Source: an optimization exercise on an open RTL-to-GDS flow (aim: small area, a short achievable clock period and few clock cycles per item). Production flows keep margins and buffers that such runs may drop. In this exercise RTL edits were held to simulation tests only and were not proved equivalent to the original. No activity file was given, so power comes from the tool's default toggle rates.

==> job 9573: inputs <==
==> flow/design.v (excerpt) <==
module alu_muldiv_control #(
    parameter int XLEN     = 64,
    parameter bit ENABLE_M = 1'b1
) (
    input  logic            clk,
    input  logic            rst_n,
    input  logic [1:0]      alu_op,
    input  logic [6:0]      funct7,
    input  logic [2:0]      funct3,
    input  logic            in_valid,
    output logic            in_ready,
    input  logic [XLEN-1:0] op_a,
    input  logic [XLEN-1:0] op_b,
    input  logic            flush,
    output logic [3:0]      alu_control_signal,
    output logic            illegal,
    output logic            stall,
    output logic            out_valid,
    input  logic            out_ready,
    output logic [XLEN-1:0] md_result
);
    function automatic logic [3:0] alu_func_code(input logic [2:0] f3,
                                                 input logic       alt,
                                                 input logic       is_rtype);
        case (f3)
            3'b000:  alu_func_code = (alt && is_rtype) ? ALU_SUB : ALU_ADD;
  ...
Settings: LEC_CHECK=0, CAP_MARGIN=20, CORE_MARGIN=2, CORE_UTILIZATION=40, SETUP_SLACK_MARGIN=3, SLEW_MARGIN=20; clock period 8.0 ns.
run.sh (not shown) runs the stock make flow with config.mk's settings and CLKGATE_MAP_FILE= SYNTH_SCRIPT=/design/flow/synth_recipe.tcl, a recipe that flattens the netlist after the stock synthesis.
==> job 8836 (differences from job 9573) <==
--- a/flow/design.v
+++ b/flow/design.v
@@ -157,26 +157,26 @@
     logic [6:0]  p_la, p_lm, p_k, p_n, p_mul_sh;
     logic        p_swap, p_bz, p_lt, p_cm, p_cx, p_neg;
     logic [63:0] p_mplier;
     logic [67:0] p_sh_in, p_sh_out;
     logic [6:0]  p_sh_amt;
     assign p_div = r_f3[2];
     assign o_div = p_div;
-    assign p_bz  = (r_zh[63:0] == 64'd0);
+    assign p_bz  = (r_blb == 7'd0) && !r_sb;
     assign p_la  = r_bla + {6'd0, r_sa};
     assign p_lt  = p_la < r_blb;
     assign p_k   = p_la - r_blb;
     assign p_swap   = r_swap;
     assign p_lm     = p_swap ? r_blb : r_bla;
     assign p_cm     = p_swap ? r_sb : r_sa;
     assign p_cx     = p_swap ? r_sa : r_sb;
-    assign p_mplier = (p_swap ? r_zh[63:0] : r_zl) ^ {64{p_cm}};
+    assign p_mplier = p_swap ? r_zh[63:0] : r_zl;
     assign p_n      = (p_lm == 7'd0 && !p_cm) ? 7'd0 : ((p_lm + 7'd4) >> 2);
     assign p_mul_sh = 7'd68 - {p_n[4:0], 2'b00};
-    assign p_sh_in  = p_div ? {{4{r_zh[63]}}, r_zh[63:0]} : {4'd0, p_mplier};
+    assign p_sh_in  = p_div ? {{4{r_sb}}, r_zh[63:0]} : {4'd0, p_mplier};
     assign p_sh_amt = p_div ? p_k : p_mul_sh;
     assign p_sh_out = p_sh_in << p_sh_amt;
     assign p_neg = p_div ? (r_f3[1] ? r_sa : ((r_sa ^ r_sb) && !p_bz)) : (r_sa ^ r_sb);
     assign o_fix  = i_prep ? (p_neg || (!p_div && r_f3[1:0] != 2'b00)) : (r_neg || r_mh);
     assign o_wait = r_neg && r_mh;
     always_comb begin
         if (p_div) o_cnt_init = (p_bz || p_lt) ? 7'd0 : (p_k + 7'd1);
@@ -189,55 +189,53 @@
     always_ff @(posedge clk) r_lo0 <= i_prep || (r_zl == 64'd0);
     assign m_lo0 = r_lo0;
     assign s_mul    = i_mul_step;
     assign s_div    = i_div_step;
     assign s_use_zh = r_use_zh;
     assign s_sel    = s_use_zh ? r_zh[63:0] : r_zl;
     assign s_inv    = r_inv;
-    function automatic logic [5:0] booth2(input logic [4:0] t);
-        booth2 = {(t[4] & !t[3] & !t[2]) | (!t[4] & t[3] & t[2]), t[3] ^ t[2], t[4],
-                  (t[2] & !t[1] & !t[0]) | (!t[2] & t[1] & t[0]), t[1] ^ t[0], t[2]};
+    function automatic logic [5:0] booth2(input logic [4:0] t, input logic ng);
+        booth2 = {(t[4] & !t[3] & !t[2]) | (!t[4] & t[3] & t[2]), t[3] ^ t[2], t[4] ^ ng,
+                  (t[2] & !t[1] & !t[0]) | (!t[2] & t[1] & t[0]), t[1] ^ t[0], t[2] ^ ng};
     endfunction
     logic [5:0]  b_nx;
     logic        b_one0, b_two0, b_neg0, b_one1, b_two1, b_neg1;
     logic [W-1:0] b_v0, b_v1;
-    assign b_nx   = i_prep ? booth2({p_sh_out[67:64], i_last_nx ? p_cm : p_sh_out[63]})
-                           : booth2({r_zh[63:60], i_last_nx ? r_cm : r_zh[59]});
+    assign b_nx   = i_prep ? booth2({p_sh_out[67:64], !i_last_nx && p_sh_out[63]}, p_cm)
+                           : booth2({r_zh[63:60], !i_last_nx && r_zh[59]}, r_cm);
     assign {b_two1, b_one1, b_neg1, b_two0, b_one0, b_neg0} = r_bd;
-    assign b_v0   = ({4'd0, r_x[63:0]} & {W{b_one0}}) | ({3'd0, r_x[63:0], 1'b0} & {W{b_two0}});
+    assign b_v0   = ({{3{r_x[64]}}, r_x} & {W{b_one0}}) | ({3'd0, r_x[63:0], 1'b0} & {W{b_two0}});
     assign b_v1   = ({2'd0, r_x[63:0], 2'd0} & {W{b_one1}}) | ({1'd0, r_x[63:0], 3'd0} & {W{b_two1}});
+    logic s_fix_mh, r_fix_mh;
+    assign s_fix_mh = r_fix_mh;
     always_comb begin
-        s_in1 = {s_sel ^ {64{s_inv}}, {4{s_inv}}};
-        s_in2 = '0;
-        s_in3 = '0;
-        s_ci  = s_inv;
-        if (s_div) begin
-            s_in2 = r_sb ? {r_x[63:0], 4'b0000} : {~r_x[63:0], 4'b1111};
-            s_ci  = !r_sb;
-        end else if (s_mul) begin
-            s_in1 = {s_sel, 3'b000, b_neg0};
+        if (s_mul) s_in1 = {s_sel, 3'b000, b_neg0};
+        else       s_in1 = {4'd0, s_sel ^ {64{s_inv}}};
+        if (s_fix_mh) begin
+            s_in2 = {4'd0, m_pc ^ {64{r_neg}}};
+            s_in3 = r_neg ? {4'd0, m_nc | {63'd0, m_lo0}} : {4'b1111, ~m_nc};
+        end else begin
             s_in2 = b_v0 ^ {W{b_neg0}};
             s_in3 = b_v1 ^ {W{b_neg1}};
-            s_ci  = b_neg1;
-        end else if (i_fix && r_mh) begin
-            s_in2 = {m_pc ^ {64{r_neg}}, {4{r_neg && m_lo0}}};
-            s_in3 = {m_nc ^ {64{!r_neg}}, r_neg ? {3'b000, m_lo0} : 4'b1111};
-            s_ci  = 1'b1;
         end
+        if (s_mul)                 s_ci = b_neg1;
+        else if (s_div)            s_ci = b_neg0;
+        else if (s_fix_mh)         s_ci = 1'b1;
+        else                       s_ci = s_inv;
     end
     assign s_sum = s_in1 ^ s_in2 ^ s_in3;
     assign s_car = (s_in1 & s_in2) | (s_in1 & s_in3) | (s_in2 & s_in3);
     alu_muldiv_control_add #(.N(W)) u_add (
         .a (s_sum),
         .b ({s_car[W-2:0], 1'b0}),
         .ci(s_ci),
         .s (s_res),
         .co(s_co)
     );
-    assign s_q = s_co | s_car[W-1];
+    assign s_q = s_co;
     logic        m_inc, m_dec;
     logic [1:0]  m_cs;
     logic [63:0] m_pc, m_nc;
     assign m_cs  = {1'b0, s_co} + {1'b0, s_car[W-1]};
     assign m_inc = (m_cs == 2'd1 && !b_neg0 && !b_neg1) || (m_cs == 2'd2 && (b_neg0 ^ b_neg1));
     assign m_dec = (m_cs == 2'd0 && (b_neg0 ^ b_neg1)) || (m_cs == 2'd1 && b_neg0 && b_neg1);
     for (genvar k = 0; k < 16; k++) begin : g_carry
@@ -247,61 +245,67 @@
         end else begin : g_low
             assign m_pc[3:0] = 4'b0000;
             assign m_nc[3:0] = 4'b0000;
         end
     end
     always_ff @(posedge clk) begin
         if (i_capture) begin
+            r_bd  <= 6'd0;
+            r_fix_mh <= 1'b0;
             r_zl  <= i_op_a;
             r_zh  <= {4'd0, i_op_b};
             r_f3  <= i_funct3;
             r_sa  <= w_sa;
             r_sb  <= w_sb;
             r_bla <= w_bla;
             r_blb <= w_blb;
             r_swap <= w_swap;
             r_use_zh <= !w_is_div && !w_swap;
             r_inv    <= w_is_div ? w_sa : (w_swap ? w_sa : w_sb);
         end else if (i_prep) begin
+            r_bd <= (o_cnt_init == 7'd0) ? 6'd0 : (p_div ? {3'b000, 1'b0, 1'b1, !r_sb} : b_nx);
+            r_fix_mh <= (o_cnt_init == 7'd0) && !p_div && (r_f3[1:0] != 2'b00);
             r_use_zh <= (o_cnt_init == 7'd0) && (p_div ? !r_f3[1] : (r_f3[1:0] != 2'b00));
             r_inv    <= (o_cnt_init == 7'd0) && ((!p_div && r_f3[1:0] != 2'b00) ? p_neg : 1'b1);
-            r_bd  <= b_nx;
             r_pc  <= 15'd0;
             r_nc  <= 15'd0;
             r_mh  <= !p_div && (r_f3[1:0] != 2'b00);
             r_neg <= p_neg;
             r_cm  <= p_cm;
             if (p_div) begin
                 r_zh <= {4'd0, {64{p_bz}}};
-                r_zl <= s_res[W-1:4];
+                r_zl <= s_res[63:0];
                 r_x  <= p_sh_out[64:0];
                 r_hi <= !r_f3[1];
             end else begin
                 r_zh <= (p_n == 7'd0) ? 68'd0 : p_sh_out;
                 r_zl <= 64'd0;
-                r_x  <= {1'b0, s_res[W-1:4]};
+                r_x  <= {1'b0, s_res[63:0]};
                 r_hi <= (r_f3[1:0] != 2'b00);
             end
         end else if (i_step) begin
             r_use_zh <= i_last && r_hi;
+            r_fix_mh <= i_last && r_mh;
             r_inv    <= i_last && (r_mh ? r_neg : 1'b1);
             if (s_div) begin
                 r_zh <= {r_zh[66:0], s_q};
-                if (s_q) r_zl <= s_res[W-1:4];
+                if (s_q) r_zl <= s_res[63:0];
+                if (i_last) r_bd <= 6'd0;
                 r_x  <= {r_x[64], r_x[64:1]};
             end else begin
-                r_bd <= b_nx;
+                r_bd <= i_last ? 6'd0 : b_nx;
                 r_pc <= {r_pc[13:0], m_inc};
                 r_nc <= {r_nc[13:0], m_dec};
                 r_zh <= {r_zh[63:0], s_res[W-1:64]};
                 r_zl <= s_res[63:0];
             end
         end else if (i_fix) begin
             r_use_zh <= 1'b0;
-            r_zl <= s_res[W-1:4];
+            r_fix_mh <= 1'b0;
+            r_zl <= s_res[63:0];
             r_hi <= 1'b0;
             r_mh <= 1'b0;
         end
     end
     assign o_result = s_sel;
 endmodule
 import alu_muldiv_control_pkg::*;
Settings changed: ABC_AREA set to 1.
==> job 9255 (differences from job 9573) <==
--- a/flow/design.v
+++ b/flow/design.v
@@ -25,15 +25,14 @@
     localparam logic [2:0] F3_REM    = 3'b110;
     localparam logic [2:0] F3_REMU   = 3'b111;
     typedef enum logic [2:0] {
         ST_IDLE = 3'b000,
         ST_PREP = 3'b001,
         ST_BUSY = 3'b010,
         ST_FIX  = 3'b011,
-        ST_WAIT = 3'b101,
         ST_DONE = 3'b100
     } md_state_t;
 endpackage
 import alu_muldiv_control_pkg::*;
 module alu_muldiv_control_add #(
     parameter int N = 66
 ) (
@@ -115,15 +114,14 @@
     input  logic            i_fix,
     input  logic            i_out,
     input  logic [2:0]      i_funct3,
     input  logic [XLEN-1:0] i_op_a,
     input  logic [XLEN-1:0] i_op_b,
     output logic [6:0]      o_cnt_init,
     output logic            o_fix,
-    output logic            o_wait,
     output logic            o_div,
     output logic [XLEN-1:0] o_result
 );
     localparam int W = 68;            
     logic [67:0] r_zh;
     logic [63:0] r_zl;
     logic [64:0] r_x;
@@ -133,28 +131,25 @@
     logic        r_swap;              
     logic        r_neg;               
     logic        r_hi;                
     logic        r_cm;                
     logic [5:0]  r_bd;                
     logic [14:0] r_pc, r_nc;          
     logic        r_mh;                
-    logic        r_use_zh, r_inv;     
     logic w_is_div, w_a_signed, w_b_signed;
     assign w_is_div   = i_funct3[2];
     assign w_a_signed = w_is_div ? !i_funct3[0] : (i_funct3 != F3_MULHU);
     assign w_b_signed = w_is_div ? !i_funct3[0] : (i_funct3 == F3_MULH || i_funct3 == F3_MUL);
     logic        w_sa, w_sb, w_va, w_vb;
     logic [5:0]  w_pa, w_pb;
     assign w_sa = w_a_signed && i_op_a[63];
     assign w_sb = w_b_signed && i_op_b[63];
     alu_muldiv_control_blen u_bla (.x(i_op_a ^ {64{w_sa}}), .v(w_va), .p(w_pa));
     alu_muldiv_control_blen u_blb (.x(i_op_b ^ {64{w_sb}}), .v(w_vb), .p(w_pb));
     logic [6:0]  w_bla, w_blb;
-    logic        w_swap;
-    assign w_swap = {w_vb, w_pb} < {w_va, w_pa};
     assign w_bla = w_va ? ({1'b0, w_pa} + 7'd1) : 7'd0;
     assign w_blb = w_vb ? ({1'b0, w_pb} + 7'd1) : 7'd0;
     logic        p_div;
     logic [6:0]  p_la, p_lm, p_k, p_n, p_mul_sh;
     logic        p_swap, p_bz, p_lt, p_cm, p_cx, p_neg;
     logic [63:0] p_mplier;
     logic [67:0] p_sh_in, p_sh_out;
@@ -172,31 +167,29 @@
     assign p_mplier = (p_swap ? r_zh[63:0] : r_zl) ^ {64{p_cm}};
     assign p_n      = (p_lm == 7'd0 && !p_cm) ? 7'd0 : ((p_lm + 7'd4) >> 2);
     assign p_mul_sh = 7'd68 - {p_n[4:0], 2'b00};
     assign p_sh_in  = p_div ? {{4{r_zh[63]}}, r_zh[63:0]} : {4'd0, p_mplier};
     assign p_sh_amt = p_div ? p_k : p_mul_sh;
     assign p_sh_out = p_sh_in << p_sh_amt;
     assign p_neg = p_div ? (r_f3[1] ? r_sa : ((r_sa ^ r_sb) && !p_bz)) : (r_sa ^ r_sb);
-    assign o_fix  = i_prep ? (p_neg || (!p_div && r_f3[1:0] != 2'b00)) : (r_neg || r_mh);
-    assign o_wait = r_neg && r_mh;
+    assign o_fix = i_prep ? (p_neg || (!p_div && r_f3[1:0] != 2'b00)) : (r_neg || r_mh);
     always_comb begin
         if (p_div) o_cnt_init = (p_bz || p_lt) ? 7'd0 : (p_k + 7'd1);
         else       o_cnt_init = p_n;
     end
     logic        s_mul, s_div, s_use_zh, s_inv, s_ci;
     logic [63:0] s_sel;
     logic [W-1:0] s_in1, s_in2, s_in3, s_sum, s_car, s_res;
-    logic        s_co, s_q, m_lo0, r_lo0;
-    always_ff @(posedge clk) r_lo0 <= i_prep || (r_zl == 64'd0);
-    assign m_lo0 = r_lo0;
+    logic        s_co, s_q, m_lo0;
+    assign m_lo0 = (r_zl == 64'd0);
     assign s_mul    = i_mul_step;
     assign s_div    = i_div_step;
-    assign s_use_zh = r_use_zh;
+    assign s_use_zh = (i_prep && !p_div && !p_swap) || (r_hi && i_out);
     assign s_sel    = s_use_zh ? r_zh[63:0] : r_zl;
-    assign s_inv    = r_inv;
+    assign s_inv    = i_fix || (i_prep && (p_div ? r_sa : p_cx));
     function automatic logic [5:0] booth2(input logic [4:0] t);
         booth2 = {(t[4] & !t[3] & !t[2]) | (!t[4] & t[3] & t[2]), t[3] ^ t[2], t[4],
                   (t[2] & !t[1] & !t[0]) | (!t[2] & t[1] & t[0]), t[1] ^ t[0], t[2]};
     endfunction
     logic [5:0]  b_nx;
     logic        b_one0, b_two0, b_neg0, b_one1, b_two1, b_neg1;
     logic [W-1:0] b_v0, b_v1;
@@ -210,19 +203,20 @@
         s_in2 = '0;
         s_in3 = '0;
         s_ci  = s_inv;
         if (s_div) begin
             s_in2 = r_sb ? {r_x[63:0], 4'b0000} : {~r_x[63:0], 4'b1111};
             s_ci  = !r_sb;
         end else if (s_mul) begin
-            s_in1 = {s_sel, 3'b000, b_neg0};
+            s_in1 = {r_zl, 3'b000, b_neg0};
             s_in2 = b_v0 ^ {W{b_neg0}};
             s_in3 = b_v1 ^ {W{b_neg1}};
             s_ci  = b_neg1;
         end else if (i_fix && r_mh) begin
+            s_in1 = {r_zh[63:0] ^ {64{r_neg}}, {4{r_neg}}};
             s_in2 = {m_pc ^ {64{r_neg}}, {4{r_neg && m_lo0}}};
             s_in3 = {m_nc ^ {64{!r_neg}}, r_neg ? {3'b000, m_lo0} : 4'b1111};
             s_ci  = 1'b1;
         end
     end
     assign s_sum = s_in1 ^ s_in2 ^ s_in3;
     assign s_car = (s_in1 & s_in2) | (s_in1 & s_in3) | (s_in2 & s_in3);
@@ -254,20 +248,16 @@
             r_zl  <= i_op_a;
             r_zh  <= {4'd0, i_op_b};
             r_f3  <= i_funct3;
             r_sa  <= w_sa;
             r_sb  <= w_sb;
             r_bla <= w_bla;
             r_blb <= w_blb;
-            r_swap <= w_swap;
-            r_use_zh <= !w_is_div && !w_swap;
-            r_inv    <= w_is_div ? w_sa : (w_swap ? w_sa : w_sb);
+            r_swap <= {w_vb, w_pb} < {w_va, w_pa};
         end else if (i_prep) begin
-            r_use_zh <= (o_cnt_init == 7'd0) && (p_div ? !r_f3[1] : (r_f3[1:0] != 2'b00));
-            r_inv    <= (o_cnt_init == 7'd0) && ((!p_div && r_f3[1:0] != 2'b00) ? p_neg : 1'b1);
             r_bd  <= b_nx;
             r_pc  <= 15'd0;
             r_nc  <= 15'd0;
             r_mh  <= !p_div && (r_f3[1:0] != 2'b00);
             r_neg <= p_neg;
             r_cm  <= p_cm;
             if (p_div) begin
@@ -278,29 +268,26 @@
             end else begin
                 r_zh <= (p_n == 7'd0) ? 68'd0 : p_sh_out;
                 r_zl <= 64'd0;
                 r_x  <= {1'b0, s_res[W-1:4]};
                 r_hi <= (r_f3[1:0] != 2'b00);
             end
         end else if (i_step) begin
-            r_use_zh <= i_last && r_hi;
-            r_inv    <= i_last && (r_mh ? r_neg : 1'b1);
             if (s_div) begin
                 r_zh <= {r_zh[66:0], s_q};
                 if (s_q) r_zl <= s_res[W-1:4];
                 r_x  <= {r_x[64], r_x[64:1]};
             end else begin
                 r_bd <= b_nx;
                 r_pc <= {r_pc[13:0], m_inc};
                 r_nc <= {r_nc[13:0], m_dec};
                 r_zh <= {r_zh[63:0], s_res[W-1:64]};
                 r_zl <= s_res[63:0];
             end
         end else if (i_fix) begin
-            r_use_zh <= 1'b0;
             r_zl <= s_res[W-1:4];
             r_hi <= 1'b0;
             r_mh <= 1'b0;
         end
     end
     assign o_result = s_sel;
 endmodule
@@ -364,27 +351,26 @@
     end
     assign alu_control_signal = w_alu_code;
     assign illegal            = w_illegal;
     alu_muldiv_control_pkg::md_state_t r_state, w_state_nx;
     logic [6:0] r_cnt;
     logic       r_last, r_prep, r_busy, r_fix, r_out, r_mul_step, r_div_step;
     logic [6:0] w_cnt_init;
-    logic       w_fix, w_wait, w_div, w_accept, w_in_ready, w_last_nx;
+    logic       w_fix, w_div, w_accept, w_in_ready, w_last_nx;
     assign w_in_ready = (r_state == ST_IDLE) || ((r_state == ST_DONE) && out_ready);
     assign w_accept   = w_in_ready && in_valid && w_m_op && !flush;
     always_comb begin
         w_state_nx = r_state;
         if (!rst_n || flush) begin
             w_state_nx = ST_IDLE;
         end else begin
             case (r_state)
                 ST_IDLE: if (w_accept) w_state_nx = ST_PREP;
                 ST_PREP: w_state_nx = (w_cnt_init != 7'd0) ? ST_BUSY : (w_fix ? ST_FIX : ST_DONE);
-                ST_BUSY: if (r_last) w_state_nx = w_wait ? ST_WAIT : (w_fix ? ST_FIX : ST_DONE);
-                ST_WAIT: w_state_nx = ST_FIX;
+                ST_BUSY: if (r_last) w_state_nx = w_fix ? ST_FIX : ST_DONE;
                 ST_FIX:  w_state_nx = ST_DONE;
                 default: if (out_ready) w_state_nx = w_accept ? ST_PREP : ST_IDLE;
             endcase
         end
     end
     always_ff @(posedge clk) begin
         r_state <= w_state_nx;
@@ -417,12 +403,11 @@
         .i_fix     (r_fix),
         .i_out     (r_out),
         .i_funct3  (funct3),
         .i_op_a    (op_a),
         .i_op_b    (op_b),
         .o_cnt_init(w_cnt_init),
         .o_fix     (w_fix),
-        .o_wait    (w_wait),
         .o_div     (w_div),
         .o_result  (md_result)
     );
 endmodule
==> impl_metrics.csv <==
group,metric,value,unit
pwr,pwr-share-clk,17.1,%
synthesis,synth.avg_cell_area,8.14,sq um
finish,drive_gt1_share,22.2,%
status,outcome,"no timing/DRC/antenna violations",
sta,clock.fmax,167,MHz
pwr,peakVddDrop,0.232,mV
routing,drtIter0Drc,6135,
place,dpl.cell_count,5685,
floorplanning,n_tap_cell,1186,
the above is filed under job 9255

==> impl_metrics.csv <==
group,metric,value,unit
status,outcome,"no timing/DRC/antenna violations",
place,dpl.cell_count,5381,
finish,drive_gt1_share,20.1,%
sta,clock.fmax,191,MHz
floorplanning,n_tap_cell,1165,
pwr,pwr-share-clk,17.5,%
routing,drtIter0Drc,5812,
the above is filed under job 9573

==> impl_metrics.csv <==
group,metric,value,unit
sta,clock.fmax,203,MHz
status,outcome,"no timing/DRC/antenna violations",
place,dpl.cell_count,6625,
finish,drive_gt1_share,8.31,%
synthesis,synth.avg_cell_area,6.21,sq um
routing,drtIter0Drc,5193,
pwr,pwr-share-clk,18.9,%
the above is filed under job 8836

Testbench counts of job 9573, summed over its fixed seeds: cycles 28,316, ops 2,400.
Testbench counts of job 8836, summed over its fixed seeds: cycles 28,316, ops 2,400.
Testbench counts of job 9255, summed over its fixed seeds: cycles 28,151, ops 2,400.

==> static timing again, ports no longer ideal <==
How much do the figures lean on ideal ports? The routed layouts below were timed once more, with nothing changed but the port constraints. Step 1 (the two cells are an assumption about what drives the block):
set clk [get_ports {clk}]
set_driving_cell -lib_cell sky130_fd_sc_hd__clkbuf_16 $clk
set_driving_cell -lib_cell sky130_fd_sc_hd__buf_2 [delete_from_list [all_inputs] $clk]
Step 2, shift: input delay + t, output delay - t, t = (earliest + latest rising clock arrival at the registers) / 2. This alone moves slack from input paths to output paths. a / b / c = no drivers / after step 1 / after step 2; a / b = the first two.
| run | shift t [ns] | slack for setup (ns) | worst setup path at the end |
|---|---|---|---|
| job 9573 | 0.649 | 2.761 / 2.761 / 2.434 | input to register |
| job 8836 | 0.653 | 3.084 / 3.060 / 2.617 | input to register |
| job 9255 | 0.651 | 2.029 / 2.029 / 2.029 | register to register |
After both steps every run listed still meets setup and hold. The setup slack of job 8836, which loses most, moves by -0.024 ns with the drivers and by -0.467 ns with both steps.
